Background: an optimization exercise with open tools, aiming at small area, a short achievable clock period and few clock cycles per item. Do not read the settings as production practice. Only simulation tests tie the RTL to the original design; equivalence was not proved. Power is estimated from default activity; no workload was simulated.

==> flow/design.v (excerpt) <==
module codec2_frame_encoder
(
	input  logic clk,
	input  logic rst,
	input  logic start,
	input  logic [10*16-1:0] lsp_in,
	input  logic voiced_first,
	input  logic voiced_second,
	input  frame_pkg::woe_index_t woe_index,
	output frame_pkg::frame_bits_t encoded_bits,
	output logic done_frame
);
For scale: roughly 750 cells after synthesis, about 48 flip-flops, roughly 220 I/O pins, ~5200 um^2 of cells after synthesis.
clock: 8.0 ns
lec_check: 0
cap_margin: 20
core_margin: 2
core_utilization: 40
setup_slack_margin: 5
slew_margin: 20
standard.sh (not shown) runs the stock make flow with config.mk's settings and CLKGATE_MAP_FILE= SYNTH_SCRIPT=/design/flow/synth_recipe.tcl, a recipe that flattens the netlist after the stock synthesis.
==> flow/flow/run.sh <==
#!/bin/bash
# The standard layout, with the port buffers made from the smallest plain
# buffer instead of the delay buffer buffer_ports picks by default; the
# resizer upsizes them where timing or slew needs it.
set -euo pipefail
export BUFFER_PORTS_ARGS="-buffer_cell sky130_fd_sc_hd__buf_1"
bash standard.sh SETUP_SLACK_MARGIN=5.3 finish > standard.log 2>&1
The first run passed the timing, DRC and antenna checks.
Testbench counts at the start, summed over its fixed seeds: cycles 776, frames 384.
Edit:
--- a/flow/flow/run.sh
+++ b/flow/flow/run.sh
@@ -7 +7 @@
-bash standard.sh SETUP_SLACK_MARGIN=5.3 finish > standard.log 2>&1
+bash standard.sh SETUP_SLACK_MARGIN=5.6 finish > standard.log 2>&1
Effect: Sequential share of layout area drops by 2.1 points. Routed wire length climbs by 9.4%. Cell area climbs by 14%. Synthesized cell count does not change. Core utilization climbs by 7.7 points. Count of clock-buffer cells in the layout climbs by 2. Die area does not change. Worst setup slack loses 27 ps. Power climbs by about 2%. Non-clock buffer count climbs by 46.


Another version of the RTL of codec2_frame_encoder (not shown whole).
Size: roughly 1,100 cells after synthesis, roughly 48 flip-flops, about 220 I/O pins.
Settings: LEC_CHECK=0, CAP_MARGIN=20, CORE_MARGIN=2, CORE_UTILIZATION=40, SETUP_SLACK_MARGIN=5, SLEW_MARGIN=20; clock period 8.0 ns.
run.sh (not shown) runs the stock make flow with config.mk's settings and CLKGATE_MAP_FILE= SYNTH_SCRIPT=/design/flow/synth_recipe.tcl, a recipe that flattens the netlist after the stock synthesis.
Stock flow here: none of the scripts above is used.
Testbench counts at the start, summed over its fixed seeds: cycles 776, frames 384.
Next try:
SETUP_SLACK_MARGIN = 3   (was 5)
=> The new run produced a clean layout; register-to-register slack gets worse by 0.34 ns; sequential power hardly moves; total power drops by 5.6%; synthesized cell count stays the same.
Next try:
SETUP_SLACK_MARGIN = default   (was 3)
After rerunning: The new run finished clean; via count is unchanged; total power does not change; setup slack does not change; count of clock-buffer cells in the layout does not change; worst hold slack does not change.


RTL: one of the versions met above, not the one the previous note started from.
Size in the first run: ~750 cells after synthesis, roughly 48 flip-flops, ~0.0052 mm² of cells after synthesis.
Settings: LEC_CHECK=0, CAP_MARGIN=20, CORE_MARGIN=2, CORE_UTILIZATION=40, SETUP_SLACK_MARGIN=4.6, SLEW_MARGIN=20; clock period 8.0 ns.
standard.sh (not shown) runs the stock make flow with config.mk's settings and CLKGATE_MAP_FILE= SYNTH_SCRIPT=/design/flow/synth_recipe.tcl, a recipe that flattens the netlist after the stock synthesis.
==> flow/flow/run.sh <==
#!/bin/bash
# The standard layout, with the port buffers made from the smallest plain
# buffer instead of the delay buffer buffer_ports picks by default; the
# resizer upsizes them where timing or slew needs it.
set -euo pipefail
export BUFFER_PORTS_ARGS="-buffer_cell sky130_fd_sc_hd__buf_1"
bash standard.sh finish > standard.log 2>&1
Testbench counts at the start, summed over its fixed seeds: cycles 776, frames 384.
Change:
==> flow/run.sh (new file) <==
#!/bin/bash
# synth_recipe.tcl (not shown) runs the flow's synth.tcl, then flattens the netlist and writes it again
# the make line also repeats each setting of config.mk as NAME=value (left out here)
make -C /OpenROAD-flow-scripts/flow DESIGN_CONFIG=/design/flow/config.mk WORK_HOME=/design/flow/orfs CLKGATE_MAP_FILE= SYNTH_SCRIPT=/design/flow/synth_recipe.tcl finish
SETUP_SLACK_MARGIN = 5   (was 4.6)
removed: flow/flow/run.sh
removed: flow/standard.sh
Critical path depth falls by 2. First-iteration DRC count falls by 29%. Final area rises by 30%. Setup slack gets better by 0.066 ns. Die area does not change. Synthesized area stays the same.
Change:
==> flow/flow/run.sh (new file) <==
#!/bin/bash
# The standard layout, with the port buffers made from the smallest plain
# buffer instead of the delay buffer buffer_ports picks by default; the
# resizer upsizes them where timing or slew needs it.
set -euo pipefail
export BUFFER_PORTS_ARGS="-buffer_cell sky130_fd_sc_hd__buf_1"
bash standard.sh finish > standard.log 2>&1
==> flow/standard.sh (new file) <==
#!/bin/bash
# synth_recipe.tcl (not shown) runs the flow's synth.tcl, then flattens the netlist and writes it again
# the make line also repeats each setting of config.mk as NAME=value (left out here)
make -C /OpenROAD-flow-scripts/flow DESIGN_CONFIG=/design/flow/config.mk WORK_HOME=/design/flow/orfs CLKGATE_MAP_FILE= SYNTH_SCRIPT=/design/flow/synth_recipe.tcl "${@:-finish}"
ABC_AREA = 1   (was not set)
removed: flow/run.sh
After rerunning:
- The new run finished with timing, DRC and antenna clean
- hold slack improves by 0.0042 ns
- first-iteration DRC count drops by 14%
- core utilization falls by 14 points
- via count falls by 6.3%
- cell area fell by 23%


## run H
codec2_frame_encoder again, from the RTL that the note above started with.
clock: 8.0 ns
lec_check: 0
cap_margin: 20
core_margin: 2
core_utilization: 40
setup_slack_margin: 4.0
slew_margin: 20
==> flow/flow/run.sh <==
#!/bin/bash
# The standard layout, with the port buffers made from the smallest plain
# buffer instead of the delay buffer buffer_ports picks by default; the
# resizer upsizes them where timing or slew needs it.
set -euo pipefail
export BUFFER_PORTS_ARGS="-buffer_cell sky130_fd_sc_hd__buf_1"
bash standard.sh finish > standard.log 2>&1
Run H reached the end of the flow, and the finished layout is clean on the timing, DRC and antenna checks.
Testbench counts of run H, summed over its fixed seeds: cycles 776, frames 384.
diff inputs: run H => run E
Settings: changing SETUP_SLACK_MARGIN from 4.0 to 5.
Findings:
Looking at the reports, run E completed the entire flow and the layout it produced met the timing, DRC and antenna checks.
Relative to run H, the post-synthesis to final-layout area growth of run E is higher by 0.33 points.
Run E vs run H: area used by multi-input combinational logic up slightly
The worst path required time on run H is in line with that on run E.
Taking run H as the reference, in run E starting utilization of the core area held steady, ratio of cells with drive above 1 in the final layout moved up.
For worst-skew pair later-pin latency, run H and run E come out practically identical.
Inverter count of the layout excluding clock inverters: run H vs run E, no meaningful difference
Compared to run H, run E has wire length 0.56% higher.

afterwards: timing with drivers on the ports:
How much do the figures lean on ideal ports? The routed layouts below were timed once more, with nothing changed but the port constraints.
Step 1: set_driving_cell puts a clkbuf_16 on clk and a buf_2 on each other input, an assumption about the parent block.
Step 2 adds t to the input delays and takes it off the output delays; t is the mean of the earliest and latest rising clock arrival at the registers after step 1. Input paths then give back, and output paths get back, about the clock's delay inside the block.
Three values: no drivers, after step 1, after step 2; two values: the first two.
| run | t, ns | setup WS [ns] | latest minus earliest clock arrival (ns) | worst slew at a driven data input, ns | cell pins on the clock port's net |
|---|---|---|---|---|---|
| the first run of note 1 | 0.320 | 5.153 / 5.149 / 4.830 | 0.009 / 0.009 | 0.06 | 1 |
| the second run of note 1 | 0.322 | 5.126 / 5.137 / 4.815 | 0.007 / 0.008 | 0.06 | 1 |
| the first run of note 2 | 0.339 | 4.780 / 4.800 / 4.462 | 0.007 / 0.007 | 0.07 | 1 |
| the second run of note 2 | 0.335 | 4.025 / 4.037 / 3.702 | 0.006 / 0.006 | 0.07 | 1 |
| the third run of note 2 | 0.335 | 4.025 / 4.037 / 3.702 | 0.006 / 0.006 | 0.07 | 1 |
| the first run of note 3 | 0.321 | 4.921 / 4.933 / 4.612 | 0.006 / 0.006 | 0.06 | 1 |
| the second run of note 3 | 0.335 | 4.987 / 4.983 / 4.649 | 0.011 / 0.011 | 0.07 | 1 |
| the third run of note 3 | 0.318 | 5.233 / 5.245 / 4.927 | 0.005 / 0.005 | 0.06 | 1 |
| run H | 0.321 | 4.921 / 4.933 / 4.612 | 0.006 / 0.006 | 0.06 | 1 |
| run E | 0.323 | 5.064 / 5.079 / 4.756 | 0.008 / 0.008 | 0.07 | 1 |
After both steps every run listed still meets setup and hold. The setup slack of the second run of note 3, which loses most, moves by -0.004 ns with the drivers and by -0.338 ns with both steps.
